This design comes from an exercise in tuning for a short achievable clock period and few clock cycles on the open sky130 flow, not from production work. Only simulation tests tie the RTL to the original design; equivalence was not proved. Power is estimated from default activity; no workload was simulated.

$ cat config.mk
export PLATFORM = sky130hd
export DESIGN_NAME = rv_core
export DESIGN_NICKNAME = rv_core
export VERILOG_FILES = /design/flow/design.v
export SDC_FILE = /design/flow/constraint.sdc
export NUM_CORES = 4
export LEC_CHECK = 0
export CAP_MARGIN = 20
export CORE_MARGIN = 2
export CORE_UTILIZATION = 30
export PLACE_DENSITY = 0.5
export SETUP_SLACK_MARGIN = 4.5
export SLEW_MARGIN = 20
export SYNTH_HIERARCHICAL = 1
$ cat constraint.sdc
create_clock -name core_clock -period 7.0 [get_ports {i_clk}]
set_input_delay 1.4000 -clock core_clock [delete_from_list [all_inputs] [get_ports {i_clk}]]
set_output_delay 1.4000 -clock core_clock [all_outputs]
set_load 0.01 [all_outputs]
$ cat design.v
`default_nettype none
package rv_core_pkg;
    localparam int XLEN     = 32;
    localparam int NUM_REGS = 32;
    typedef logic [XLEN-1:0]             word_t;
    typedef logic [$clog2(NUM_REGS)-1:0] reg_addr_t;
    localparam logic [6:0] OP_REG   = 7'b0110011;
    localparam logic [6:0] OP_IMM   = 7'b0010011;
    localparam logic [6:0] OP_LOAD  = 7'b0000011;
    localparam logic [6:0] OP_STORE = 7'b0100011;
    localparam logic [2:0] FUNCT3_ADD = 3'b000;
    localparam logic [2:0] FUNCT3_AND = 3'b111;
    localparam logic [2:0] FUNCT3_OR  = 3'b110;
    localparam logic [6:0] FUNCT7_SUB = 7'b0100000;
    typedef enum logic [1:0] {
        ALU_ADD = 2'b00,
        ALU_SUB = 2'b01,
        ALU_AND = 2'b10,
        ALU_OR  = 2'b11
    } alu_op_t;
    typedef enum logic [1:0] {
        FWD_REG = 2'b00,  
        FWD_WB  = 2'b01,
        FWD_MEM = 2'b10
    } fwd_sel_t;
    localparam word_t RESET_PC  = 32'h0000_0000;
    localparam word_t NOP_INSTR = 32'h0000_0013;  
    localparam word_t PC_STEP   = 32'd4;
endpackage
`default_nettype wire
`timescale 1ns/100ps
`default_nettype none
module alu_pg (
    input  logic m,       
    input  logic mn,      
    input  logic ea,      
    input  logic eb,      
    input  logic fa,      
    input  logic fbp,     
    input  logic fbn,     
    input  logic fb0,     
    output logic gn,      
    output logic tn,      
    output logic p        
);
    logic a, b;
    assign a  = (fa & m) | (!fa & ea);
    assign b  = (fbp & m) | (fbn & mn) | (fb0 & eb);
    assign gn = ~(a & b);
    assign tn = ~(a | b);
    assign p  = a ^ b;
endmodule
module pfx_np (
    input  logic gn_hi, tn_hi, gn_lo, tn_lo,
    output logic g, t
);
    assign g = ~(gn_hi & (tn_hi | gn_lo));
    assign t = ~(tn_hi | tn_lo);
endmodule
module pfx_pn (
    input  logic g_hi, t_hi, g_lo, t_lo,
    output logic gn, tn
);
    assign gn = ~(g_hi | (t_hi & g_lo));
    assign tn = ~(t_hi & t_lo);
endmodule
module alu_out (
    input  logic p, c, gn, tn,
    input  logic sadd, sand, sor,
    output logic r
);
    assign r = (sadd & (p ^ c)) | (sand & !gn) | (sor & !tn);
endmodule
module alu (
    input  rv_core_pkg::word_t m, mn, ea, eb,
    input  logic fa, fbp, fbn, fb0,
    input  logic cin,
    input  logic sadd, sand, sor,
    output rv_core_pkg::word_t r
);
    logic [31:0] gn0, tn0, p;
    for (genvar i = 0; i < 32; i++) begin : g_pg
        alu_pg u_pg (.m(m[i]), .mn(mn[i]), .ea(ea[i]), .eb(eb[i]), .fa(fa), .fbp(fbp),
                     .fbn(fbn), .fb0(fb0), .gn(gn0[i]), .tn(tn0[i]), .p(p[i]));
    end
    logic [32:0] gn_1, tn_1;
    assign gn_1 = {gn0, !cin};
    assign tn_1 = {tn0, 1'b1};
    logic [32:0] g_2, t_2;
    assign g_2[0] = !gn_1[0];
    assign t_2[0] = !tn_1[0];
    for (genvar j = 1; j < 33; j++) begin : g_l1
        pfx_np u (.gn_hi(gn_1[j]), .tn_hi(tn_1[j]), .gn_lo(gn_1[j-1]), .tn_lo(tn_1[j-1]),
                  .g(g_2[j]), .t(t_2[j]));
    end
    logic [32:0] gn_4, tn_4;
    for (genvar j = 0; j < 33; j++) begin : g_l2
        if (j < 2) begin : g_pass
            assign gn_4[j] = !g_2[j];
            assign tn_4[j] = !t_2[j];
        end else begin : g_node
            pfx_pn u (.g_hi(g_2[j]), .t_hi(t_2[j]), .g_lo(g_2[j-2]), .t_lo(t_2[j-2]),
                      .gn(gn_4[j]), .tn(tn_4[j]));
        end
    end
    logic [32:0] g_8, t_8;
    for (genvar j = 0; j < 33; j++) begin : g_l3
        if (j < 4) begin : g_pass
            assign g_8[j] = !gn_4[j];
            assign t_8[j] = !tn_4[j];
        end else begin : g_node
            pfx_np u (.gn_hi(gn_4[j]), .tn_hi(tn_4[j]), .gn_lo(gn_4[j-4]), .tn_lo(tn_4[j-4]),
                      .g(g_8[j]), .t(t_8[j]));
        end
    end
    logic [32:0] gn_16, tn_16;
    for (genvar j = 0; j < 33; j++) begin : g_l4
        if (j < 8) begin : g_pass
            assign gn_16[j] = !g_8[j];
            assign tn_16[j] = !t_8[j];
        end else begin : g_node
            pfx_pn u (.g_hi(g_8[j]), .t_hi(t_8[j]), .g_lo(g_8[j-8]), .t_lo(t_8[j-8]),
                      .gn(gn_16[j]), .tn(tn_16[j]));
        end
    end
    logic [32:0] g_32, t_32;
    for (genvar j = 0; j < 33; j++) begin : g_l5
        if (j < 16) begin : g_pass
            assign g_32[j] = !gn_16[j];
            assign t_32[j] = !tn_16[j];
        end else begin : g_node
            pfx_np u (.gn_hi(gn_16[j]), .tn_hi(tn_16[j]), .gn_lo(gn_16[j-16]),
                      .tn_lo(tn_16[j-16]), .g(g_32[j]), .t(t_32[j]));
        end
    end
    for (genvar i = 0; i < 32; i++) begin : g_out
        alu_out u_out (.p(p[i]), .c(g_32[i]), .gn(gn0[i]), .tn(tn0[i]),
                       .sadd(sadd), .sand(sand), .sor(sor), .r(r[i]));
    end
endmodule
`default_nettype wire
`timescale 1ns/100ps
`default_nettype none
module rv_core (
    input  logic  i_clk,
    input  logic  i_rst_n,
    output rv_core_pkg::word_t o_im_addr,
    input  rv_core_pkg::word_t i_im_data,
    output rv_core_pkg::word_t o_dm_addr,
    output rv_core_pkg::word_t o_dm_wdata,
    output logic  o_dm_cs,
    output logic  o_dm_we,
    input  rv_core_pkg::word_t i_dm_rdata
);
    logic [31:2] pc;
    logic [31:0] d_ins;
    logic [31:1] d_sel1, d_sel2;       
    logic        d_reg, d_imm, d_ld, d_st, d_wr, d_sub, d_and, d_or;
    logic        d_byp1, d_byp2;       
    logic        d_fwd1, d_fwd2;       
    logic        stall;                
    logic        e_wr, e_ld, e_st;
    logic [4:0]  e_rd;
    rv_core_pkg::word_t e_a, e_b, e_sd;
    logic        e_fa, e_fbp, e_fbn, e_fb0, e_fs, e_sub, e_and, e_or, e_add;
    logic        m_wr, m_ld, m_st, m_cs;
    logic [31:1] m_wsel;
    rv_core_pkg::word_t m_res, m_resn, m_sd;
    rv_core_pkg::word_t rf [1:31];
    assign o_im_addr = {pc, 2'b00};
    logic [6:0] f_opc;
    logic [2:0] f_f3;
    logic [4:0] f_rs1, f_rs2, f_rd;
    logic       f_reg, f_imm, f_ld, f_st, f_use1, f_use2;
    logic       f_m1, f_m2, f_e1, f_e2;
    assign f_opc = i_im_data[6:0];
    assign f_f3  = i_im_data[14:12];
    assign f_rd  = i_im_data[11:7];
    assign f_rs1 = i_im_data[19:15];
    assign f_rs2 = i_im_data[24:20];
    assign f_reg  = (f_opc == rv_core_pkg::OP_REG) &&
                    (f_f3 == rv_core_pkg::FUNCT3_ADD || f_f3 == rv_core_pkg::FUNCT3_AND ||
                     f_f3 == rv_core_pkg::FUNCT3_OR);
    assign f_imm  = (f_opc == rv_core_pkg::OP_IMM) &&
                    (f_f3 == rv_core_pkg::FUNCT3_ADD || f_f3 == rv_core_pkg::FUNCT3_AND);
    assign f_ld   = (f_opc == rv_core_pkg::OP_LOAD);
    assign f_st   = (f_opc == rv_core_pkg::OP_STORE);
    assign f_use1 = f_reg || f_imm || f_ld || f_st;
    assign f_use2 = f_reg || f_st;
    assign f_e1 = d_wr && (d_ins[11:7] == f_rs1);
    assign f_e2 = d_wr && (d_ins[11:7] == f_rs2);
    assign f_m1 = e_wr && (e_rd == f_rs1);
    assign f_m2 = e_wr && (e_rd == f_rs2);
    always_ff @(posedge i_clk or negedge i_rst_n) begin
        if (!i_rst_n) begin
            pc     <= '0;
            d_reg  <= 1'b0;
            d_imm  <= 1'b0;
            d_ld   <= 1'b0;
            d_st   <= 1'b0;
            d_wr   <= 1'b0;
            d_byp1 <= 1'b0;
            d_byp2 <= 1'b0;
            d_fwd1 <= 1'b0;
            d_fwd2 <= 1'b0;
            stall  <= 1'b0;
        end else if (stall) begin
            d_byp1 <= d_fwd1;
            d_byp2 <= d_fwd2;
            d_fwd1 <= 1'b0;
            d_fwd2 <= 1'b0;
            stall  <= 1'b0;
        end else begin
            pc     <= pc + 30'd1;
            d_reg  <= f_reg;
            d_imm  <= f_imm;
            d_ld   <= f_ld;
            d_st   <= f_st;
            d_wr   <= (f_reg || f_imm || f_ld) && (f_rd != 5'd0);
            d_byp1 <= f_m1 && f_use1;
            d_byp2 <= f_m2 && f_use2;
            d_fwd1 <= f_e1 && f_use1;
            d_fwd2 <= f_e2 && f_use2;
            stall  <= d_ld && ((f_e1 && f_use1) || (f_e2 && f_use2));
        end
    end
    always_ff @(posedge i_clk) begin
        if (!stall) begin
            d_ins <= i_im_data;
            d_sub <= (f_opc == rv_core_pkg::OP_REG) && (f_f3 == rv_core_pkg::FUNCT3_ADD) &&
                     (i_im_data[31:25] == rv_core_pkg::FUNCT7_SUB);
            d_and <= (f_opc == rv_core_pkg::OP_REG || f_opc == rv_core_pkg::OP_IMM) &&
                     (f_f3 == rv_core_pkg::FUNCT3_AND);
            d_or  <= (f_opc == rv_core_pkg::OP_REG) && (f_f3 == rv_core_pkg::FUNCT3_OR);
            for (int i = 1; i < 32; i++) begin
                d_sel1[i] <= (f_rs1 == 5'(i));
                d_sel2[i] <= (f_rs2 == 5'(i));
            end
        end
    end
    rv_core_pkg::word_t rf1, rf2, m_val, d_a, d_b, imm;
    always_comb begin
        rf1 = '0;
        rf2 = '0;
        for (int i = 1; i < 32; i++) begin
            rf1 = rf1 | ({32{d_sel1[i]}} & rf[i]);
            rf2 = rf2 | ({32{d_sel2[i]}} & rf[i]);
        end
    end
    assign m_val = m_ld ? i_dm_rdata : m_res;
    assign d_a = d_byp1 ? m_val : rf1;
    assign d_b = d_byp2 ? m_val : rf2;
    assign imm = d_st ? {{20{d_ins[31]}}, d_ins[31:25], d_ins[11:7]}
                      : {{20{d_ins[31]}}, d_ins[31:20]};
    always_ff @(posedge i_clk or negedge i_rst_n) begin
        if (!i_rst_n) begin
            e_wr <= 1'b0;
            e_ld <= 1'b0;
            e_st <= 1'b0;
        end else begin
            e_wr <= d_wr && !stall;
            e_ld <= d_ld && !stall;
            e_st <= d_st && !stall;
        end
    end
    always_ff @(posedge i_clk) begin
        e_rd  <= d_ins[11:7];
        e_a   <= d_a;
        e_b   <= d_reg ? (d_sub ? ~d_b : d_b) : imm;
        e_sd  <= d_b;
        e_fa  <= d_fwd1;
        e_fbp <= d_fwd2 && d_reg && !d_sub;
        e_fbn <= d_fwd2 && d_sub;
        e_fs  <= d_fwd2;
        e_fb0 <= !(d_fwd2 && d_reg);
        e_add <= !d_and && !d_or;
        e_sub <= d_sub;
        e_and <= d_and;
        e_or  <= d_or;
    end
    rv_core_pkg::word_t x_res, x_sd;
    assign x_sd = e_fs ? m_res : e_sd;
    alu u_alu (
        .m    (m_res),
        .mn   (m_resn),
        .ea   (e_a),
        .eb   (e_b),
        .fa   (e_fa),
        .fbp  (e_fbp),
        .fbn  (e_fbn),
        .fb0  (e_fb0),
        .cin  (e_sub),
        .sadd (e_add),
        .sand (e_and),
        .sor  (e_or),
        .r    (x_res)
    );
    always_ff @(posedge i_clk or negedge i_rst_n) begin
        if (!i_rst_n) begin
            m_wr <= 1'b0;
            m_ld <= 1'b0;
            m_st <= 1'b0;
            m_cs <= 1'b0;
        end else begin
            m_wr <= e_wr;
            m_ld <= e_ld;
            m_st <= e_st;
            m_cs <= e_ld || e_st;
        end
    end
    always_ff @(posedge i_clk) begin
        m_res  <= x_res;
        m_resn <= ~x_res;
        m_sd   <= x_sd;
        for (int i = 1; i < 32; i++) m_wsel[i] <= (e_rd == 5'(i));
    end
    always_ff @(posedge i_clk or negedge i_rst_n) begin
        if (!i_rst_n) begin
            for (int i = 1; i < 32; i++) rf[i] <= '0;
        end else begin
            for (int i = 1; i < 32; i++) begin
                if (m_wr && m_wsel[i]) rf[i] <= m_val;
            end
        end
    end
    assign o_dm_addr  = m_res;
    assign o_dm_wdata = m_sd;
    assign o_dm_cs    = m_cs;
    assign o_dm_we    = m_st;
endmodule
`default_nettype wire
$ cat run.sh
#!/bin/bash
# synth_recipe.tcl (not shown) runs the flow's synth.tcl, then flattens the netlist and writes it again
# the make line also repeats each setting of config.mk as NAME=value (left out here)
make -C /OpenROAD-flow-scripts/flow DESIGN_CONFIG=/design/flow/config.mk WORK_HOME=/design/flow/orfs CLKGATE_MAP_FILE= SYNTH_SCRIPT=/design/flow/synth_recipe.tcl finish
==> results of run 1 <==
==> layout make-up <==
cell class | count | area share, %
antenna | 14 | 0.0469
tap | 2688 | 4.50
clock inverter | 50 | 0.842
sequential | 1357 | 44.7
timing repair buffer | 510 | 6.44
inverter | 178 | 0.950
clock buffer | 225 | 6.06
multi-input combinational | 4268 | 36.5
==> metal layers <==
metal	up-vias	global-route usage (%)	part of all wire [%]
met5	-	0.367	0.10
met4	32	24.1	9.2
met3	1494	12.5	14
met2	5174	44.4	40
met1	29400	40.5	37
li1	23500	-	-
==> cell usage in the layout, fill, tap and decap left out, drive strengths merged, types with 4 or more instances in the layout <==
cell           count
dfxtp            237
clkdlybuf4s50     62
clkinv            29
mux2              66
inv              184
nor2b             40
xnor2             67
clkbuf           225
ha                65
or3                6
a211oi             5
nand4            135
a22o             320
a222oi            32
nand3             83
and4               5
bufinv            12
o31a              32
dfrtp           1038
and2              36
o41ai              4
a221o             32
and3               5
xor2              46
nand3b             6
mux2i             52
buf              446
o21ai             75
nor3              69
nand2            111
nand2b            12
a21oi           1176
a221oi           320
nor2            1133
a22oi            320
edfxtp            82
diode             14
==> per-stage QoR <==
stage               std cells  area, µm²
finish                   9290      74700
detailed placement       8794      66600
global placement         8785      66400
CTS                      9222      73900
floorplan                6347      61800
global route             9276      74700
==> final timing paths <==
path	slack, ps	cells after the start	endpoint	from
worst max-delay path	4230	1	o_im_addr[10]	pc[10]
worst min-delay path	370	0	m_st	e_st
worst max register to register	4250	10	m_res[28]	e_fbp
worst min register to register	370	0	m_st	e_st
max in group asynchronous	4750	2	d_byp1	i_rst_n
min in group asynchronous	650	1	rf[26][6]	i_rst_n
==> power by group through the flow <==
| stage | registers (mW) | clock network [mW] | logic (mW) |
|---|---|---|---|
| after floorplan | 8.79 | 0 | 2.07 |
| after global placement | 9.19 | 0 | 3.47 |
| after detailed placement | 9.18 | 0 | 3.60 |
| after CTS | 8.95 | 8.47 | 4.47 |
| after global routing | 8.97 | 8.81 | 4.95 |
| final | 8.98 | 8.45 | 4.81 |
==> timing repair <==
action,4_1_cts,5_1_grt
setup endpoints to repair,983,243
pin swaps,157,18
gates resized for setup,743,78
setup buffers,130,52
cloned,23,2
==> impl_metrics.tcl, run 1 <==
set metrics [dict create \
    outcome "finished clean" \
    die_h_um 458 \
    crit_path_end_kind "output pin" \
    drt-total-wl_mm 348 \
    comb_power_share_pct 21.6 \
    multi_input_area_um2 27300 \
    cp.buffers_inverters 1 \
    port_buffers 161 \
    vdd_drop_max_mv 0.257 \
    critical_path_required_ps 5600 \
    cp_max_fo 3 \
    rsz0062_at_grt "yes" \
    setup_slack_ps 4230 \
    root_buffer "clkbuf_16" \
    gr-usage-all-layers_pct 32.2 \
    crit_family "flip-flops" \
    syn_area_um2 61800 \
    avgSynthCellArea_um2 9.73 \
    avgViaCountPerCell 6.40 \
    numCtsBuffers 147 \
    gr-total-overflow 0 \
    internal_power_mw 15.0 \
    tightest_slew_ps 1280 \
    nets 6593 \
    p_seq_share_pct 40.4 \
    area_growth_pct 20.9 \
    antenna_found_initial 24 \
    regArea_um2 33400 \
    start_kind "register" \
    gp_congestion 0.971 \
    min_period_over_period_pct 39.6 \
    hold_buffers 0 \
    period_minus_slack_ps 2770 \
    die_area_um2 210000 \
    pin_count 164 \
    p_per_area_nw_per_um2 298 \
    hp-class "register to register" \
    yosysWarnings 8 \
    dp_hpwl_mm 188 \
    leakage_nw 27.3 \
    start_util_pct 30.2 \
    grt_pass1_vias 55600 \
    h-tree-depth 4 \
    pre_cts_ws_ps 3360 \
    largest_reg_flops 992 \
    clock_sinks 1357 \
    cts.reportedPaths.clkPinSlew_ps 60 \
    dr.first_iter.drc_count 10500 \
    utilization_pct 36.5 \
    syn-instance-count 6346 \
    ant_nets 0 \
    crit_path_max_incr_delay_ps 400 \
    rows 166 \
    netSwitchingFraction_pct 32.4 \
    dr_total_vias 59500 \
    drcViolationCount 0 \
    holdWs_ps 369 \
    cts_tree "yes" \
    fmax_ghz 0.361 \
    final_hold_viol_count 0 \
    crit_arrival_ps 1370 \
    power.total_mw 22.2 \
    slowest_stage "dfrtp_1" \
    finClkSkew_ps 36.8 \
    clk_latency_ps 830 \
    slew_headroom_pct 14.9 \
    crit_chain "buf_2" \
    regMostFlops "rf" \
    p_sw_mw 7.21 \
    wl_per_cell_um 37.4 \
    max_cap_violations 0 \
    cts_max_path_buffers 3 \
    clkPwrFrac_pct 38.0 \
    core-area_um2 205000 \
    drt_first_pass_iters 9 \
    grt_pass1_wl_mm 469 \
    critPathKind "register to output pin" \
    drive_above_1_share_pct 17.8 \
    grt_start_max_net_pins 153 \
    maxSlewViolCount 0 \
    fin_tns_setup_ps 0 \
    setup_viol 0 \
    fill_cells 20300 \
    chipWidth_um 458 \
]
Testbench counts, summed over its fixed seeds: cycles 6,289.
==> run 2: changes to the inputs <==
--- a/design.v
+++ b/design.v
@@ -161,2 +161,3 @@
     logic        stall;                
+    logic        early;                
     logic        e_wr, e_ld, e_st;
@@ -165,5 +166,7 @@
     logic        e_fa, e_fbp, e_fbn, e_fb0, e_fs, e_sub, e_and, e_or, e_add;
-    logic        m_wr, m_ld, m_st, m_cs;
+    logic        m_wr, m_ld, m_st;
     logic [31:1] m_wsel;
     rv_core_pkg::word_t m_res, m_resn, m_sd;
+    rv_core_pkg::word_t a_q;
+    logic        cs_q;
     rv_core_pkg::word_t rf [1:31];
@@ -174,3 +177,3 @@
     logic       f_reg, f_imm, f_ld, f_st, f_use1, f_use2;
-    logic       f_m1, f_m2, f_e1, f_e2;
+    logic       f_m1, f_m2, f_e1, f_e2, f_early;
     assign f_opc = i_im_data[6:0];
@@ -193,2 +196,3 @@
     assign f_m2 = e_wr && (e_rd == f_rs2);
+    assign f_early = !stall && f_ld && (f_rs1 == 5'd0) && !d_st && !e_ld && !e_st;
     always_ff @(posedge i_clk or negedge i_rst_n) begin
@@ -206,2 +210,3 @@
             stall  <= 1'b0;
+            early  <= 1'b0;
         end else if (stall) begin
@@ -212,2 +217,3 @@
             stall  <= 1'b0;
+            early  <= 1'b0;
         end else begin
@@ -216,3 +222,4 @@
             d_imm  <= f_imm;
-            d_ld   <= f_ld;
+            d_ld   <= f_ld && !f_early;
+            early  <= f_early;
             d_st   <= f_st;
@@ -250,3 +257,3 @@
     assign m_val = m_ld ? i_dm_rdata : m_res;
-    assign d_a = d_byp1 ? m_val : rf1;
+    assign d_a = early ? i_dm_rdata : (d_byp1 ? m_val : rf1);
     assign d_b = d_byp2 ? m_val : rf2;
@@ -268,3 +275,3 @@
         e_a   <= d_a;
-        e_b   <= d_reg ? (d_sub ? ~d_b : d_b) : imm;
+        e_b   <= d_reg ? (d_sub ? ~d_b : d_b) : (early ? '0 : imm);
         e_sd  <= d_b;
@@ -302,3 +309,3 @@
             m_st <= 1'b0;
-            m_cs <= 1'b0;
+            cs_q <= 1'b0;
         end else begin
@@ -307,3 +314,3 @@
             m_st <= e_st;
-            m_cs <= e_ld || e_st;
+            cs_q <= f_early || e_ld || e_st;
         end
@@ -314,2 +321,3 @@
         m_sd   <= x_sd;
+        a_q    <= f_early ? {{20{i_im_data[31]}}, i_im_data[31:20]} : x_res;
         for (int i = 1; i < 32; i++) m_wsel[i] <= (e_rd == 5'(i));
@@ -325,5 +333,5 @@
     end
-    assign o_dm_addr  = m_res;
+    assign o_dm_addr  = a_q;
     assign o_dm_wdata = m_sd;
-    assign o_dm_cs    = m_cs;
+    assign o_dm_cs    = cs_q;
     assign o_dm_we    = m_st;
--- a/config.mk
+++ b/config.mk
@@ -8,5 +8,7 @@
 export CAP_MARGIN = 20
+export CELL_PAD_IN_SITES_DETAIL_PLACEMENT = 1
+export CELL_PAD_IN_SITES_GLOBAL_PLACEMENT = 2
 export CORE_MARGIN = 2
 export CORE_UTILIZATION = 30
-export PLACE_DENSITY = 0.5
+export PLACE_DENSITY = 0.45
 export SETUP_SLACK_MARGIN = 4.5
==> run 2 against run 1 <==
- still clean
- worst setup slack worse by 270 ps
- global-route usage rose by 5.1 points
- synthesized area increased by 2.2%
- final cell count increased by 4.0%
- synthesized cell count is 2.4% higher
- sequential power is 5.7% higher
- first-iteration DRC count is 30% lower
- die area up 2.2%
- critical path type is now register to register
- largest cell class unchanged
==> impl_metrics.tcl, run 2 <==
set metrics [dict create \
    critPathKind "register to register" \
    max_cap_violations 0 \
    drt-total-wl_mm 411 \
    rows 168 \
    clkPwrFrac_pct 38.5 \
    p_per_area_nw_per_um2 297 \
    regMostFlops "rf" \
    area_growth_pct 24.7 \
    cp_max_fo 6 \
    most-common-layout-cells "nor2_1 (1102), a21oi_1 (1059), dfrtp_1 (1028)" \
    wl_per_cell_um 42.5 \
    slew_headroom_pct 23.7 \
    leakage_nw 28.8 \
    syn_area_um2 63100 \
    final_common_cell "nor2_1" \
    clk_latency_ps 850 \
    drcViolationCount 0 \
    ant_nets 0 \
    cts.reportedPaths.clkPinSlew_ps 60 \
    numCtsBuffers 170 \
    r2r_setup_slack_ps 3960 \
    syn-instance-count 6499 \
    cts_tree "yes" \
    rsz0062_at_grt "yes" \
    pin_count 164 \
    netSwitchingFraction_pct 33.2 \
    core-area_um2 209000 \
    fmax_ghz 0.329 \
    p_seq_share_pct 40.6 \
    crit_path_end_kind "register" \
    fin_tns_setup_ps 0 \
    cts_max_path_buffers 3 \
    start_util_pct 30.2 \
    p_sw_mw 7.75 \
    h-tree-depth 4 \
    worst_r2r_endpoint "a_q[9]" \
    power.total_mw 23.4 \
    largest_reg_flops 992 \
    gp_congestion 0.868 \
    grt_start_max_net_pins 142 \
    die_area_um2 214000 \
    antenna_found_initial 44 \
    start_kind "register" \
    gr-total-overflow 0 \
    crit_arrival_ps 3760 \
    root_buffer "clkbuf_16" \
    period_minus_slack_ps 3040 \
    setup_viol 0 \
    die_h_um 463 \
    maxSlewViolCount 0 \
    avgSynthCellArea_um2 9.71 \
    grt_pass1_vias 58900 \
    dp_hpwl_mm 236 \
    vdd_drop_max_mv 0.273 \
    hp-class "register to register" \
    tightest_slew_ps 1120 \
    port_buffers 161 \
    internal_power_mw 15.6 \
    holdPathStages 0 \
    chipWidth_um 463 \
    min-delay-start "e_wr" \
    holdPathEnd "m_wr" \
    fill_cells 23100 \
    drt_first_pass_iters 6 \
    drive_above_1_share_pct 20.5 \
    gr-usage-all-layers_pct 37.4 \
    timing.rr.start "e_fbp" \
    grt_pass1_wl_mm 548 \
    yosysWarnings 8 \
    dr_total_vias 59800 \
    nets 6829 \
    comb_power_share_pct 20.9 \
    final_hold_viol_count 0 \
    min_period_over_period_pct 43.4 \
    finClkSkew_ps 33.4 \
    clock_sinks 1390 \
    dr.first_iter.drc_count 7339 \
    rr_worst_depth 14 \
    avgViaCountPerCell 6.19 \
    critical_path_required_ps 7720 \
    outcome "finished clean" \
]
run 2: cell types whose count changed in the layout (fill, tap and decap cells not counted), moves of 29 or more:
cell	previous run	this run
o21ai_0	0	54
nand2_1	108	172
a221oi_2	0	29
nor3_1	65	24
buf_12	19	65
a221oi_1	320	291
inv_2	23	55
dfxtp_2	20	57
inv_1	139	110
buf_4	252	220
a21oi_1	1122	1059
run 2: worst max path at each step:
| stage | start | endpoint | slack, ps | depth (start not counted) |
|---|---|---|---|---|
| floorplan | i_im_data[3] | a_q[15] | 3950 | 5 |
| global placement | i_im_data[18] | a_q[5] | 2530 | 7 |
| detailed placement | i_im_data[18] | a_q[5] | 2520 | 7 |
| CTS | e_fbp | a_q[26] | 4010 | 15 |
| global route | e_fbp | a_q[23] | 3840 | 13 |
| finish | e_fbp | a_q[9] | 3960 | 14 |
run 2: what timing repair did:
item,4_1_cts,5_1_grt
hold endpoints to repair,0,0
setup endpoints to repair,1070,391
buffers inserted,144,69
hold buffers,0,0
pin swaps,147,93
resized for setup,963,238
gates cloned,27,2
run 2: metal layers:
metal  share of wire [%]  up-vias  GRT usage (%)  wire (µm)
li1                    -    24100              -          -
met1                  41    31500           49.1     170000
met2                  45     3254           58.5     185000
met3                 8.7      889           8.95      35700
met4                 4.9       20           15.8      20100
met5               0.091        -          0.290        372
run 2: cell type report:
cell class                 count  area [µm²]  area share (%)
sequential                  1390       34000            43.2
multi-input combinational   4376       28500            36.2
timing repair buffer         578        6430            8.17
clock buffer                 273        5200            6.61
tap                         2805        3510            4.46
inverter                     180         714           0.908
clock inverter                41         337           0.428
antenna                       13        32.5          0.0413
timing repair inverter         2        10.0          0.0127
run 2: per-stage QoR:
step                area [µm²]  cells  worst slack [ps]  utilization [%]  hold WS [ps]
finish                   78700   9658              3960             37.6           380
global route             78700   9646              3840             37.6           403
CTS                      77100   9573              4010             36.8           385
detailed placement       68300   9088              2520             32.6           367
global placement         68200   9083              2530             32.6           361
floorplan                63200   6500              3950                -           346
run 2: power groups by stage:
| stage | registers, mW | logic, mW | clock network [mW] |
|---|---|---|---|
| global placement | 9.47 | 3.96 | 0 |
| finish | 9.49 | 4.89 | 8.99 |
| floorplan | 9.08 | 2.18 | 0 |
| detailed placement | 9.46 | 4.06 | 0 |
| CTS | 9.42 | 4.60 | 9.11 |
| global route | 9.51 | 5.14 | 9.43 |
run 2: worst max-delay path: stages (launching register included):
cell	delay, ps
dfxtp_4	420
buf_6	170
buf_6	110
a222oi_1	400
ha_2	360
nor2_2	100
a21oi_4	230
o21ai_4	110
a21oi_4	200
buf_4	150
inv_2	30
xor2_1	130
a221o_1	340
inv_2	100
o21ai_2	50
Testbench counts of run 2, summed over its fixed seeds: cycles 6,103.
==> run 3: changes to the inputs <==
--- a/design.v
+++ b/design.v
@@ -35,2 +35,3 @@
     input  logic mn,      
+    input  logic ld,      
     input  logic ea,      
@@ -39,2 +40,4 @@
     input  logic fbp,     
+    input  logic fla,     
+    input  logic flb,     
     input  logic fbn,     
@@ -46,4 +49,4 @@
     logic a, b;
-    assign a  = (fa & m) | (!fa & ea);
-    assign b  = (fbp & m) | (fbn & mn) | (fb0 & eb);
+    assign a  = (fa & m) | (fla & ld) | (!fa & !fla & ea);
+    assign b  = (fbp & m) | (flb & ld) | (fbn & mn) | (fb0 & eb);
     assign gn = ~(a & b);
@@ -69,12 +72,15 @@
     input  logic sadd, sand, sor,
-    output logic r
+    output logic r,
+    output logic s        
 );
-    assign r = (sadd & (p ^ c)) | (sand & !gn) | (sor & !tn);
+    assign s = p ^ c;
+    assign r = (sadd & s) | (sand & !gn) | (sor & !tn);
 endmodule
 module alu (
-    input  rv_core_pkg::word_t m, mn, ea, eb,
-    input  logic fa, fbp, fbn, fb0,
+    input  rv_core_pkg::word_t m, mn, ld, ea, eb,
+    input  logic fa, fbp, fla, flb, fbn, fb0,
     input  logic cin,
     input  logic sadd, sand, sor,
-    output rv_core_pkg::word_t r
+    output rv_core_pkg::word_t r,
+    output rv_core_pkg::word_t s      
 );
@@ -82,3 +88,4 @@
     for (genvar i = 0; i < 32; i++) begin : g_pg
-        alu_pg u_pg (.m(m[i]), .mn(mn[i]), .ea(ea[i]), .eb(eb[i]), .fa(fa), .fbp(fbp),
+        alu_pg u_pg (.m(m[i]), .mn(mn[i]), .ld(ld[i]), .ea(ea[i]), .eb(eb[i]), .fa(fa),
+                     .fbp(fbp), .fla(fla), .flb(flb),
                      .fbn(fbn), .fb0(fb0), .gn(gn0[i]), .tn(tn0[i]), .p(p[i]));
@@ -137,3 +144,3 @@
         alu_out u_out (.p(p[i]), .c(g_32[i]), .gn(gn0[i]), .tn(tn0[i]),
-                       .sadd(sadd), .sand(sand), .sor(sor), .r(r[i]));
+                       .sadd(sadd), .sand(sand), .sor(sor), .r(r[i]), .s(s[i]));
     end
@@ -154,3 +161,4 @@
 );
-    logic [31:2] pc;
+    logic [31:2] pc;                   
+    logic [31:2] pcn;                  
     logic [31:0] d_ins;
@@ -161,3 +169,2 @@
     logic        stall;                
-    logic        early;                
     logic        e_wr, e_ld, e_st;
@@ -166,2 +173,3 @@
     logic        e_fa, e_fbp, e_fbn, e_fb0, e_fs, e_sub, e_and, e_or, e_add;
+    logic        e_fla, e_flb, e_fls;   
     logic        m_wr, m_ld, m_st;
@@ -177,3 +185,3 @@
     logic       f_reg, f_imm, f_ld, f_st, f_use1, f_use2;
-    logic       f_m1, f_m2, f_e1, f_e2, f_early;
+    logic       f_m1, f_m2, f_e1, f_e2;
     assign f_opc = i_im_data[6:0];
@@ -196,3 +204,2 @@
     assign f_m2 = e_wr && (e_rd == f_rs2);
-    assign f_early = !stall && f_ld && (f_rs1 == 5'd0) && !d_st && !e_ld && !e_st;
     always_ff @(posedge i_clk or negedge i_rst_n) begin
@@ -200,2 +207,3 @@
             pc     <= '0;
+            pcn    <= 30'd1;
             d_reg  <= 1'b0;
@@ -210,3 +218,2 @@
             stall  <= 1'b0;
-            early  <= 1'b0;
         end else if (stall) begin
@@ -217,9 +224,8 @@
             stall  <= 1'b0;
-            early  <= 1'b0;
         end else begin
-            pc     <= pc + 30'd1;
+            pc     <= pcn;
+            pcn    <= pcn + 30'd1;
             d_reg  <= f_reg;
             d_imm  <= f_imm;
-            d_ld   <= f_ld && !f_early;
-            early  <= f_early;
+            d_ld   <= f_ld;
             d_st   <= f_st;
@@ -230,3 +236,5 @@
             d_fwd2 <= f_e2 && f_use2;
-            stall  <= d_ld && ((f_e1 && f_use1) || (f_e2 && f_use2));
+            stall  <= d_ld && f_e2 && (f_opc == rv_core_pkg::OP_REG) &&
+                      (f_f3 == rv_core_pkg::FUNCT3_ADD) &&
+                      (i_im_data[31:25] == rv_core_pkg::FUNCT7_SUB);
         end
@@ -257,3 +265,3 @@
     assign m_val = m_ld ? i_dm_rdata : m_res;
-    assign d_a = early ? i_dm_rdata : (d_byp1 ? m_val : rf1);
+    assign d_a = d_byp1 ? m_val : rf1;
     assign d_b = d_byp2 ? m_val : rf2;
@@ -275,8 +283,11 @@
         e_a   <= d_a;
-        e_b   <= d_reg ? (d_sub ? ~d_b : d_b) : (early ? '0 : imm);
+        e_b   <= d_reg ? (d_sub ? ~d_b : d_b) : imm;
         e_sd  <= d_b;
-        e_fa  <= d_fwd1;
-        e_fbp <= d_fwd2 && d_reg && !d_sub;
+        e_fa  <= d_fwd1 && !e_ld;
+        e_fla <= d_fwd1 && e_ld;
+        e_fbp <= d_fwd2 && d_reg && !d_sub && !e_ld;
+        e_flb <= d_fwd2 && d_reg && !d_sub && e_ld;
         e_fbn <= d_fwd2 && d_sub;
-        e_fs  <= d_fwd2;
+        e_fs  <= d_fwd2 && !e_ld;
+        e_fls <= d_fwd2 && e_ld;
         e_fb0 <= !(d_fwd2 && d_reg);
@@ -287,4 +298,4 @@
     end
-    rv_core_pkg::word_t x_res, x_sd;
-    assign x_sd = e_fs ? m_res : e_sd;
+    rv_core_pkg::word_t x_res, x_sum, x_sd;
+    assign x_sd = e_fs ? m_res : (e_fls ? i_dm_rdata : e_sd);
     alu u_alu (
@@ -292,2 +303,3 @@
         .mn   (m_resn),
+        .ld   (i_dm_rdata),
         .ea   (e_a),
@@ -296,2 +308,4 @@
         .fbp  (e_fbp),
+        .fla  (e_fla),
+        .flb  (e_flb),
         .fbn  (e_fbn),
@@ -302,3 +316,4 @@
         .sor  (e_or),
-        .r    (x_res)
+        .r    (x_res),
+        .s    (x_sum)
     );
@@ -314,3 +329,3 @@
             m_st <= e_st;
-            cs_q <= f_early || e_ld || e_st;
+            cs_q <= e_ld || e_st;
         end
@@ -321,3 +336,3 @@
         m_sd   <= x_sd;
-        a_q    <= f_early ? {{20{i_im_data[31]}}, i_im_data[31:20]} : x_res;
+        a_q    <= x_sum;
         for (int i = 1; i < 32; i++) m_wsel[i] <= (e_rd == 5'(i));
==> run 3 against run 2 <==
- critical endpoint is now m_res[24]
- design area is 1.5% higher
- combinational power fell by 2%
- highest routed layer unchanged
- core utilization decreased by 0.40 points
- synthesized area increased by 2.7%
- clock skew shrank 1.2 ps
- largest power group is now clock
- worst setup slack better by 86 ps
- via count increased by 0.93%
- final cell count is 0.66% higher
- still clean on timing, DRC and antenna
==> impl_metrics.tcl, run 3 <==
set metrics [dict create \
    avgViaCountPerCell 6.21 \
    wirelength_met1_mm 179 \
    start_util_pct 30.2 \
    cts_tree "yes" \
    routed.top_layer "met5" \
    vdd_drop_max_mv 0.226 \
    r2r_setup_slack_ps 4070 \
    yosysWarnings 8 \
    hold_buffers 0 \
    maxSlewViolCount 0 \
    fin_tns_setup_ps 0 \
    crit_end "m_res[24]" \
    dr.first_iter.drc_count 7263 \
    grt_pass1_vias 59800 \
    holdPathStages 0 \
    nets 6840 \
    syn_area_um2 64800 \
    chipWidth_um 469 \
    worst_r2r_endpoint "m_res[24]" \
    drt-total-wl_mm 405 \
    root_buffer "clkbuf_16" \
    p_per_area_nw_per_um2 296 \
    syn-instance-count 6621 \
    met3WireLength_mm 33.9 \
    fmax_ghz 0.339 \
    min_period_over_period_pct 42.2 \
    crit_path_end_kind "register" \
    final_hold_viol_count 0 \
    crit_arrival_ps 3680 \
    outcome "finished clean" \
    largest_reg_flops 992 \
    min-delay-start "e_st" \
    grt_start_max_net_pins 130 \
    dp_hpwl_mm 230 \
    cp_max_fo 5 \
    die_h_um 469 \
    antenna_found_initial 22 \
    period_minus_slack_ps 2950 \
    drcViolationCount 0 \
    die_area_um2 220000 \
    dr_total_vias 60400 \
    setup_slack_ps 4050 \
    port_buffers 161 \
    cts.reportedPaths.clkPinSlew_ps 60 \
    gp_congestion 0.869 \
    crit_start "i_dm_rdata[5]" \
    area_growth_pct 23.2 \
    regMostFlops "rf" \
    critical_path_required_ps 7730 \
    final_common_cell "a21oi_1" \
    cts_max_path_buffers 3 \
    slew_headroom_pct 23.7 \
    timing.rr.start "e_fa" \
    avgSynthCellArea_um2 9.79 \
    max_cap_violations 0 \
    setup_viol 0 \
    wl_per_cell_um 41.7 \
    rr_worst_depth 13 \
    clk_latency_ps 860 \
    pre_cts_ws_ps 2690 \
    leakage_nw 28.9 \
    gr-usage-all-layers_pct 35.7 \
    grt_pass1_wl_mm 537 \
    ant_nets 0 \
    drive_above_1_share_pct 19.2 \
    gr-total-overflow 0 \
    finClkSkew_ps 32.3 \
    critPathKind "input pin to register" \
    most-common-layout-cells "a21oi_1 (1120), nor2_1 (1082), dfrtp_1 (1062)" \
    numCtsBuffers 176 \
    hp-class "register to register" \
    drt_first_pass_iters 6 \
    clock_sinks 1422 \
    routed-wl-met2_mm 172 \
    rsz0062_at_grt "yes" \
    tightest_slew_ps 1120 \
    start_kind "input pin" \
    pin_count 164 \
    core-area_um2 215000 \
    h-tree-depth 4 \
    rows 170 \
]
run 3: changes by cell type in the layout (fill, tap and decap cells not counted), moves of 34 or more:
| cell | before | now |
|---|---|---|
| a21oi_1 | 1059 | 1120 |
| mux2_2 | 66 | 28 |
| inv_1 | 110 | 74 |
| dfrtp_1 | 1028 | 1062 |
| o21ai_2 | 68 | 30 |
| a22oi_1 | 320 | 373 |
| inv_2 | 55 | 19 |
| buf_4 | 220 | 157 |
run 3: report_power, final:
| part | internal, mW | total (mW) | switching (mW) | leakage [nW] |
|---|---|---|---|---|
| logic | 1.56 | 4.80 | 3.24 | 12.9 |
| clock network | 5.43 | 9.42 | 3.99 | 2.88 |
| registers | 8.83 | 9.40 | 0.569 | 13.1 |
| total | 15.8 | 23.6 | 7.80 | 28.9 |
run 3: worst max-delay path, stage by stage:
cell and delay [ps]:
clkdlybuf4s15_2 250, a221oi_2 360, ha_4 260, o21ai_4 100, a21oi_4 240, o21ai_4 110
a21oi_4 260, o21ai_4 150, xor2_2 200, a221o_1 340
run 3: worst min path at each step:
| stage | end | slack [ps] |
|---|---|---|
| after global routing | e_or | 390 |
| after global placement | m_st | 350 |
| final | m_st | 380 |
| after CTS | m_st | 380 |
| after detailed placement | m_st | 360 |
| after floorplan | m_st | 350 |
run 3: metrics by stage:
stage	cell area (µm²)	std cells	hold slack, ps	utilization (%)	power [mW]
detailed placement	70300	9262	363	32.7	13.7
global placement	70200	9260	351	32.7	13.7
global route	79900	9715	389	37.2	24.4
CTS	78800	9669	384	36.7	23.6
finish	79900	9722	377	37.2	23.6
floorplan	65100	6622	346	-	11.4
run 3: layout make-up:
cell class | instances | area [µm²]
inverter | 115 | 490
clock buffer | 266 | 5210
sequential | 1422 | 34700
timing repair buffer | 471 | 5110
fill | 23600 | 135000
tap | 2838 | 3550
multi-input combinational | 4523 | 30100
clock inverter | 58 | 593
antenna | 29 | 72.6
run 3: routing by layer:
layer  global-route usage (%)  vias to the layer above
met5                        0                        -
met4                     14.8                       10
met3                     6.61                      744
met2                     52.7                     3126
met1                     51.2                    31900
li1                         -                    24500
run 3: repair_timing:
item,CTS,global route
resized for setup,961,177
gates cloned,18,7
pin swaps,77,60
setup buffers,65,17
endpoints found under the setup margin,791,428
hold endpoints to repair,0,0
Testbench counts of run 3, summed over its fixed seeds: cycles 5,862.
==> run 4: changes to the inputs <==
--- a/design.v
+++ b/design.v
@@ -39,2 +39,3 @@
     input  logic fa,      
+    input  logic fa0,     
     input  logic fbp,     
@@ -44,8 +45,10 @@
     input  logic fb0,     
+    input  logic inv,     
     output logic gn,      
     output logic tn,      
-    output logic p        
+    output logic p,       
+    output logic pv       
 );
     logic a, b;
-    assign a  = (fa & m) | (fla & ld) | (!fa & !fla & ea);
+    assign a  = (fa & m) | (fla & ld) | (fa0 & ea);
     assign b  = (fbp & m) | (flb & ld) | (fbn & mn) | (fb0 & eb);
@@ -54,2 +57,3 @@
     assign p  = a ^ b;
+    assign pv = a ^ b ^ inv;
 endmodule
@@ -70,3 +74,3 @@
 module alu_out (
-    input  logic p, c, gn, tn,
+    input  logic p, pv, c, gn, tn,
     input  logic sadd, sand, sor,
@@ -75,4 +79,4 @@
 );
-    assign s = p ^ c;
-    assign r = (sadd & s) | (sand & !gn) | (sor & !tn);
+    assign s  = p ^ c;
+    assign r  = (sadd & (pv ^ c)) | (sand & !gn) | (sor & !tn);
 endmodule
@@ -80,5 +84,5 @@
     input  rv_core_pkg::word_t m, mn, ld, ea, eb,
-    input  logic fa, fbp, fla, flb, fbn, fb0,
+    input  logic fa, fa0, fbp, fla, flb, fbn, fb0,
     input  logic cin,
-    input  logic sadd, sand, sor,
+    input  logic sadd, sinv, sand, sor,
     output rv_core_pkg::word_t r,
@@ -86,7 +90,7 @@
 );
-    logic [31:0] gn0, tn0, p;
+    logic [31:0] gn0, tn0, p, pv;
     for (genvar i = 0; i < 32; i++) begin : g_pg
-        alu_pg u_pg (.m(m[i]), .mn(mn[i]), .ld(ld[i]), .ea(ea[i]), .eb(eb[i]), .fa(fa),
-                     .fbp(fbp), .fla(fla), .flb(flb),
-                     .fbn(fbn), .fb0(fb0), .gn(gn0[i]), .tn(tn0[i]), .p(p[i]));
+        alu_pg u_pg (.m(m[i]), .mn(mn[i]), .ld(ld[i]), .ea(ea[i]), .eb(eb[i]),
+                     .fa(fa), .fla(fla), .fa0(fa0), .fbp(fbp), .flb(flb), .fbn(fbn), .fb0(fb0),
+                     .inv(sinv), .gn(gn0[i]), .tn(tn0[i]), .p(p[i]), .pv(pv[i]));
     end
@@ -143,4 +147,5 @@
     for (genvar i = 0; i < 32; i++) begin : g_out
-        alu_out u_out (.p(p[i]), .c(g_32[i]), .gn(gn0[i]), .tn(tn0[i]),
-                       .sadd(sadd), .sand(sand), .sor(sor), .r(r[i]), .s(s[i]));
+        alu_out u_out (.p(p[i]), .pv(pv[i]), .c(g_32[i]), .gn(gn0[i]), .tn(tn0[i]),
+                       .sadd(sadd), .sand(sand), .sor(sor), .r(r[i]),
+                       .s(s[i]));
     end
@@ -168,3 +173,2 @@
     logic        d_fwd1, d_fwd2;       
-    logic        stall;                
     logic        e_wr, e_ld, e_st;
@@ -174,2 +178,4 @@
     logic        e_fla, e_flb, e_fls;   
+    logic        e_fa0;
+    logic        e_inv;                
     logic        m_wr, m_ld, m_st;
@@ -217,9 +223,2 @@
             d_fwd2 <= 1'b0;
-            stall  <= 1'b0;
-        end else if (stall) begin
-            d_byp1 <= d_fwd1;
-            d_byp2 <= d_fwd2;
-            d_fwd1 <= 1'b0;
-            d_fwd2 <= 1'b0;
-            stall  <= 1'b0;
         end else begin
@@ -236,5 +235,2 @@
             d_fwd2 <= f_e2 && f_use2;
-            stall  <= d_ld && f_e2 && (f_opc == rv_core_pkg::OP_REG) &&
-                      (f_f3 == rv_core_pkg::FUNCT3_ADD) &&
-                      (i_im_data[31:25] == rv_core_pkg::FUNCT7_SUB);
         end
@@ -242,13 +238,11 @@
     always_ff @(posedge i_clk) begin
-        if (!stall) begin
-            d_ins <= i_im_data;
-            d_sub <= (f_opc == rv_core_pkg::OP_REG) && (f_f3 == rv_core_pkg::FUNCT3_ADD) &&
-                     (i_im_data[31:25] == rv_core_pkg::FUNCT7_SUB);
-            d_and <= (f_opc == rv_core_pkg::OP_REG || f_opc == rv_core_pkg::OP_IMM) &&
-                     (f_f3 == rv_core_pkg::FUNCT3_AND);
-            d_or  <= (f_opc == rv_core_pkg::OP_REG) && (f_f3 == rv_core_pkg::FUNCT3_OR);
-            for (int i = 1; i < 32; i++) begin
-                d_sel1[i] <= (f_rs1 == 5'(i));
-                d_sel2[i] <= (f_rs2 == 5'(i));
-            end
+        d_ins <= i_im_data;
+        d_sub <= (f_opc == rv_core_pkg::OP_REG) && (f_f3 == rv_core_pkg::FUNCT3_ADD) &&
+                 (i_im_data[31:25] == rv_core_pkg::FUNCT7_SUB);
+        d_and <= (f_opc == rv_core_pkg::OP_REG || f_opc == rv_core_pkg::OP_IMM) &&
+                 (f_f3 == rv_core_pkg::FUNCT3_AND);
+        d_or  <= (f_opc == rv_core_pkg::OP_REG) && (f_f3 == rv_core_pkg::FUNCT3_OR);
+        for (int i = 1; i < 32; i++) begin
+            d_sel1[i] <= (f_rs1 == 5'(i));
+            d_sel2[i] <= (f_rs2 == 5'(i));
         end
@@ -267,2 +261,4 @@
     assign d_b = d_byp2 ? m_val : rf2;
+    logic d_lsub;
+    assign d_lsub = d_fwd2 && d_sub && e_ld;
     assign imm = d_st ? {{20{d_ins[31]}}, d_ins[31:25], d_ins[11:7]}
@@ -275,5 +271,5 @@
         end else begin
-            e_wr <= d_wr && !stall;
-            e_ld <= d_ld && !stall;
-            e_st <= d_st && !stall;
+            e_wr <= d_wr;
+            e_ld <= d_ld;
+            e_st <= d_st;
         end
@@ -282,3 +278,3 @@
         e_rd  <= d_ins[11:7];
-        e_a   <= d_a;
+        e_a   <= d_lsub ? ~d_a : d_a;
         e_b   <= d_reg ? (d_sub ? ~d_b : d_b) : imm;
@@ -287,5 +283,6 @@
         e_fla <= d_fwd1 && e_ld;
+        e_fa0 <= !d_fwd1;
         e_fbp <= d_fwd2 && d_reg && !d_sub && !e_ld;
-        e_flb <= d_fwd2 && d_reg && !d_sub && e_ld;
-        e_fbn <= d_fwd2 && d_sub;
+        e_flb <= d_fwd2 && d_reg && e_ld;
+        e_fbn <= d_fwd2 && d_sub && !e_ld;
         e_fs  <= d_fwd2 && !e_ld;
@@ -293,4 +290,5 @@
         e_fb0 <= !(d_fwd2 && d_reg);
-        e_add <= !d_and && !d_or;
-        e_sub <= d_sub;
+        e_add <= !d_and && !d_or && !(d_lsub && d_fwd1);
+        e_sub <= d_sub && !d_lsub;
+        e_inv <= d_lsub && !d_fwd1;
         e_and <= d_and;
@@ -307,2 +305,3 @@
         .fa   (e_fa),
+        .fa0  (e_fa0),
         .fbp  (e_fbp),
@@ -314,2 +313,3 @@
         .sadd (e_add),
+        .sinv (e_inv),
         .sand (e_and),
==> flow/run.sh (new file) <==
#!/bin/bash
set -euo pipefail
bash standard.sh ADDER_MAP_FILE= "BUFFER_PORTS_ARGS=-buffer_cell sky130_fd_sc_hd__buf_4" finish > flow_make.log 2>&1
==> standard.sh (new file) <==
#!/bin/bash
# synth_recipe.tcl (not shown) runs the flow's synth.tcl, then flattens the netlist and writes it again
# the make line also repeats each setting of config.mk as NAME=value (left out here)
make -C /OpenROAD-flow-scripts/flow DESIGN_CONFIG=/design/flow/config.mk WORK_HOME=/design/flow/orfs CLKGATE_MAP_FILE= SYNTH_SCRIPT=/design/flow/synth_recipe.tcl "${@:-finish}"
removed: run.sh
==> run 4 against run 3 <==
- critical path type is now register to register
- still clean
- register-to-register slack improved by 120 ps
- critical endpoint is now m_res[21]
- worst hold slack lost 31 ps
- synthesized area down 1.1%
==> impl_metrics.tcl, run 4 <==
set metrics [dict create \
    cts_tree "yes" \
    start_util_pct 30.2 \
    clkPwrFrac_pct 40.7 \
    gp_congestion 0.872 \
    wl_per_cell_um 42.2 \
    largest_reg_flops 992 \
    comb_power_share_pct 20.9 \
    p_sw_mw 7.93 \
    finClkSkew_ps 16.0 \
    drive_above_1_share_pct 21.8 \
    clock_sinks 1423 \
    nets 6891 \
    tightest_slew_ps 1050 \
    rsz0062_at_grt "yes" \
    ant_nets 0 \
    regArea_um2 34200 \
    critical_path_required_ps 7710 \
    gr-total-overflow 0 \
    final_common_cell "a21oi_1" \
    drt-total-wl_mm 414 \
    rows 169 \
    maxSlewViolCount 0 \
    power.total_mw 24.2 \
    chipWidth_um 466 \
    cp_max_fo 8 \
    core-area_um2 212000 \
    dr_total_vias 60900 \
    h-tree-depth 4 \
    crit_path_max_incr_delay_ps 360 \
    cts.reportedPaths.clkPinSlew_ps 60 \
    cts_max_path_buffers 3 \
    cp_common_cell "a21oi_2" \
    most-common-layout-cells "a21oi_1 (1112), nor2_1 (1085), dfrtp_1 (1062)" \
    grt_pass1_vias 60100 \
    crit_family "compound AO/OA/AOI/OAI gates" \
    r2r_setup_slack_ps 4190 \
    gr-usage-all-layers_pct 36.8 \
    fill_cells 23300 \
    drt_first_pass_iters 6 \
    yosysWarnings 8 \
    max_cap_violations 0 \
    die_area_um2 217000 \
    netSwitchingFraction_pct 32.7 \
    slew_headroom_pct 28.6 \
    p_seq_share_pct 38.4 \
    slowest_stage "a221o_1" \
    setup_viol 0 \
    pin_count 164 \
    avgSynthCellArea_um2 9.63 \
    multi_input_area_um2 30000 \
    period_minus_slack_ps 2810 \
    regMostFlops "rf" \
    grt_pass1_wl_mm 547 \
    clk_latency_ps 840 \
    dr.first_iter.drc_count 7851 \
    hp-class "register to register" \
    root_buffer "clkbuf_16" \
    leakage_nw 29.3 \
    crit_path_end_kind "register" \
    grt_start_max_net_pins 149 \
    drcViolationCount 0 \
    area_growth_pct 25.3 \
    avgViaCountPerCell 6.21 \
    utilization_pct 37.8 \
    p_per_area_nw_per_um2 302 \
    placed_area_um2 69100 \
    fmax_ghz 0.356 \
    min_period_over_period_pct 40.2 \
    port_buffers 161 \
    place_inst 9251 \
    internal_power_mw 16.3 \
    syn_area_um2 64100 \
    dp_hpwl_mm 234 \
    crit_arrival_ps 3520 \
    crit_chain "buf_12, buf_16, buf_4, a22oi_2, nand2_2, nor2_4, nor2_2, a21oi_2, o21ai_2, a21oi_2, o21ai_4, xor2_1, a221o_1" \
    numCtsBuffers 176 \
    fin_tns_setup_ps 0 \
    critPathKind "register to register" \
    final_cells 9812 \
    die_h_um 466 \
    antenna_found_initial 28 \
    cp.buffers_inverters 3 \
    fin_area_um2 80300 \
    syn-instance-count 6660 \
    final_hold_viol_count 0 \
    vdd_drop_max_mv 0.255 \
    outcome "finished clean" \
    start_kind "register" \
]
-- run 4: per-layer routing --
layer  routed length, µm  GRT usage, %  vias up
met2              176000          54.2     3425
li1                    -             -    24500
met4               23700          17.6       18
met3               35000          7.66      868
met1              179000          51.2    32100
met5                 148             0        -
-- run 4: power by group through the flow --
stage / Combinational, mW / Clock (mW) / Sequential, mW
finish: 5.05 / 9.86 / 9.31
detailed placement: 4.30 / 0 / 9.40
global route: 5.27 / 10.3 / 9.35
floorplan: 2.35 / 0 / 9.16
global placement: 4.30 / 0 / 9.42
CTS: 4.82 / 10.0 / 9.32
-- run 4: worst paths after layout --
check,start,to,cells after the start
max,e_fb0,m_res[21],13
max in group asynchronous,i_rst_n,rf[18][25],2
min,d_ld,e_ld,0
min reg2reg,d_ld,e_ld,0
max reg2reg,e_fb0,m_res[21],13
min in group asynchronous,i_rst_n,rf[3][14],1
-- run 4: what timing repair did --
action / 4_1_cts / 5_1_grt
cloned: 16 / 9
endpoints found under the setup margin: 808 / 362
hold buffers: 0 / 0
buffers inserted: 129 / 63
gates resized for setup: 574 / 138
hold endpoints to repair: 0 / 0
pin swaps: 91 / 54
-- run 4: final cells by class --
class | count | area share [%]
multi-input cells | 4592 | 37.3
repair buffers | 549 | 7.62
clock buffers | 262 | 6.51
inverters | 83 | 0.394
clock inverters | 71 | 1.21
well taps | 2821 | 4.39
diodes | 11 | 0.0343
flip-flops and latches | 1423 | 42.5
-- run 4: metrics by stage --
stage,hold WS [ps],setup slack [ps]
floorplan,331,3980
global placement,333,3190
detailed placement,336,3150
CTS,349,4180
global route,371,4150
finish,346,4190
Testbench counts of run 4, summed over its fixed seeds: cycles 5,824.
==> run 5: changes to the inputs <==
--- a/config.mk
+++ b/config.mk
@@ -8,7 +8,5 @@
 export CAP_MARGIN = 20
-export CELL_PAD_IN_SITES_DETAIL_PLACEMENT = 1
-export CELL_PAD_IN_SITES_GLOBAL_PLACEMENT = 2
 export CORE_MARGIN = 2
 export CORE_UTILIZATION = 30
-export PLACE_DENSITY = 0.45
+export PLACE_DENSITY = 0.5
 export SETUP_SLACK_MARGIN = 4.5
==> run 5 against run 4 <==
- still clean on timing, DRC and antenna
- via count decreased by 0.99%
- worst setup slack improved by 7.6 ps
- core utilization decreased by 1.4 points
- critical path type is now register to output pin
- largest cell class unchanged
- largest power group is now sequential cells
==> impl_metrics.tcl, run 5 <==
set metrics [dict create \
    setup_slack_ps 4200 \
    finClkSkew_ps 26.4 \
    cts.reportedPaths.clkPinSlew_ps 60 \
    final_hold_viol_count 0 \
    grt_pass1_wl_mm 463 \
    grt_start_max_net_pins 168 \
    grt_pass1_vias 57200 \
    port_buffers 161 \
    avgViaCountPerCell 6.24 \
    critical_path_required_ps 5600 \
    chipWidth_um 466 \
    period_minus_slack_ps 2800 \
    dp_hpwl_mm 191 \
    slowest_stage "dfrtp_1" \
    syn-instance-count 6660 \
    final_common_cell "a21oi_1" \
    tightest_slew_ps 1200 \
    fin_tns_setup_ps 0 \
    max_cap_violations 0 \
    slew_headroom_pct 20.1 \
    gr-usage-all-layers_pct 30.2 \
    dr_total_vias 60300 \
    drive_above_1_share_pct 19.4 \
    hold_buffers 0 \
    p_per_area_nw_per_um2 291 \
    cp.buffers_inverters 1 \
    timing.rr.start "e_fbn" \
    root_buffer "clkbuf_16" \
    pre_cts_ws_ps 3280 \
    min_period_over_period_pct 40.1 \
    avgSynthCellArea_um2 9.63 \
    area_growth_pct 20.6 \
    cts_tree "yes" \
    crit_path_end_kind "output pin" \
    hp-class "register to register" \
    pin_count 164 \
    start_kind "register" \
    outcome "finished clean" \
    maxSlewViolCount 0 \
    clk_latency_ps 850 \
    gr-total-overflow 0 \
    cts_max_path_buffers 3 \
    rsz0062_at_grt "yes" \
    fill_cells 21300 \
    crit_start "pc[2]" \
    syn_area_um2 64100 \
    ant_nets 0 \
    leakage_nw 27.9 \
    die_h_um 466 \
    drt-total-wl_mm 341 \
    drcViolationCount 0 \
    crit_path_max_incr_delay_ps 430 \
    dr.first_iter.drc_count 10300 \
    placed_area_um2 68900 \
    core-area_um2 212000 \
    yosysWarnings 8 \
    gp_congestion 0.921 \
    vdd_drop_max_mv 0.308 \
    largest_reg_flops 992 \
    clock_sinks 1423 \
    start_util_pct 30.2 \
    die_area_um2 217000 \
    most-common-layout-cells "a21oi_1 (1121), nor2_1 (1086), dfrtp_1 (1060)" \
    crit_chain "buf_6" \
    setup_viol 0 \
    nets 6766 \
    h-tree-depth 4 \
    rows 169 \
    cp_max_fo 1 \
    fin_area_um2 77300 \
    antenna_found_initial 12 \
    wl_per_cell_um 35.3 \
    drt_first_pass_iters 9 \
    crit_family "flip-flops" \
    numCtsBuffers 155 \
    critPathKind "register to output pin" \
    crit_arrival_ps 1400 \
    regMostFlops "rf" \
    fmax_ghz 0.357 \
    min-delay-start "d_ld" \
]
[run 5: per-stage QoR]
stage | hold slack, ps | std cells | total power, mW | utilization (%)
4_1_cts | 357 | 9605 | 22.3 | 35.9
3_5_place_dp | 339 | 9256 | 13.3 | 32.5
2_1_floorplan | 331 | 6661 | 11.5 | -
5_1_grt | 368 | 9650 | 23.2 | 36.4
3_3_place_gp | 339 | 9256 | 13.3 | 32.5
6_report | 355 | 9666 | 22.5 | 36.4
[run 5: where the power goes]
part	internal [mW]	total, mW	switching [mW]
clock	4.96	8.65	3.70
sequential	8.75	9.26	0.507
combinational	1.61	4.62	3.01
[run 5: path summary, 6_finish.rpt]
kind                                     end  slack [ps]  cells past startpoint
worst min register to register          e_ld         360                      0
worst max-delay path            o_im_addr[2]        4200                      1
max in group asynchronous         rf[18][26]        4740                      3
worst min-delay path                    e_ld         360                      0
min in group asynchronous          rf[25][2]         590                      1
worst max register to register     m_res[18]        4250                     11
[run 5: area by class of cell]
cell class	count	area, µm²	share of cell area [%]
well taps	2821	3530	4.56
clock inverters	64	805	1.04
multi-input cells	4588	29600	38.2
repair buffers	449	4520	5.84
flip-flops and latches	1423	34100	44.1
clock buffers	221	4470	5.78
diodes	17	42.5	0.0550
inverters	83	314	0.406
[run 5: repair_timing]
item / in CTS / in global routing
cloned: 5 / 9
resized for setup: 412 / 148
setup buffers: 59 / 35
pin swaps: 90 / 60
setup endpoints to repair: 1037 / 502
[run 5: routing by layer]
layer / routed length (µm) / up-vias / track usage, % / part of all wire, %
li1: - / 24300 / - / -
met1: 131000 / 29900 / 39.7 / 38
met2: 138000 / 4849 / 42.2 / 40
met3: 45900 / 1340 / 10.8 / 13
met4: 25900 / 8 / 18.2 / 7.6
met5: 119 / - / 0.264 / 0.035

==> separate check: timing with driven ports <==
The results above use ideal ports. As a check the final layouts listed here were re-extracted and re-timed, cells and wires unchanged.
Step 1 sets driving cells, clkbuf_16 on the clock port and buf_2 on the other inputs (assumed; they add their load-dependent delay and slew).
Step 2, shift: input delay + t, output delay - t, t = (earliest + latest rising clock arrival at the registers) / 2. This alone moves slack from input paths to output paths.
Three values: ideal, step 1, step 2; two values: the first two.
run | t, ns | setup WS [ns] | hold slack, ns | worst setup path at the end | latest minus earliest clock arrival (ns)
run 1 | 0.891 | 4.231 / 4.151 / 3.637 | 0.369 / 0.369 / 0.369 | input to register | 0.037 / 0.037
run 2 | 0.925 | 3.961 / 3.961 / 3.576 | 0.380 / 0.380 / 0.380 | input to register | 0.035 / 0.035
run 3 | 0.929 | 4.047 / 4.065 / 3.181 | 0.377 / 0.377 / 0.377 | input to register | 0.033 / 0.034
run 4 | 0.927 | 4.188 / 4.154 / 3.356 | 0.346 / 0.346 / 0.346 | input to register | 0.021 / 0.021
run 5 | 0.928 | 4.195 / 4.097 / 3.412 | 0.355 / 0.355 / 0.355 | input to register | 0.031 / 0.032
After both steps setup and hold are still met in every run listed. The setup slack of run 3, which loses most, moves by +0.018 ns with the drivers and by -0.866 ns with both steps.
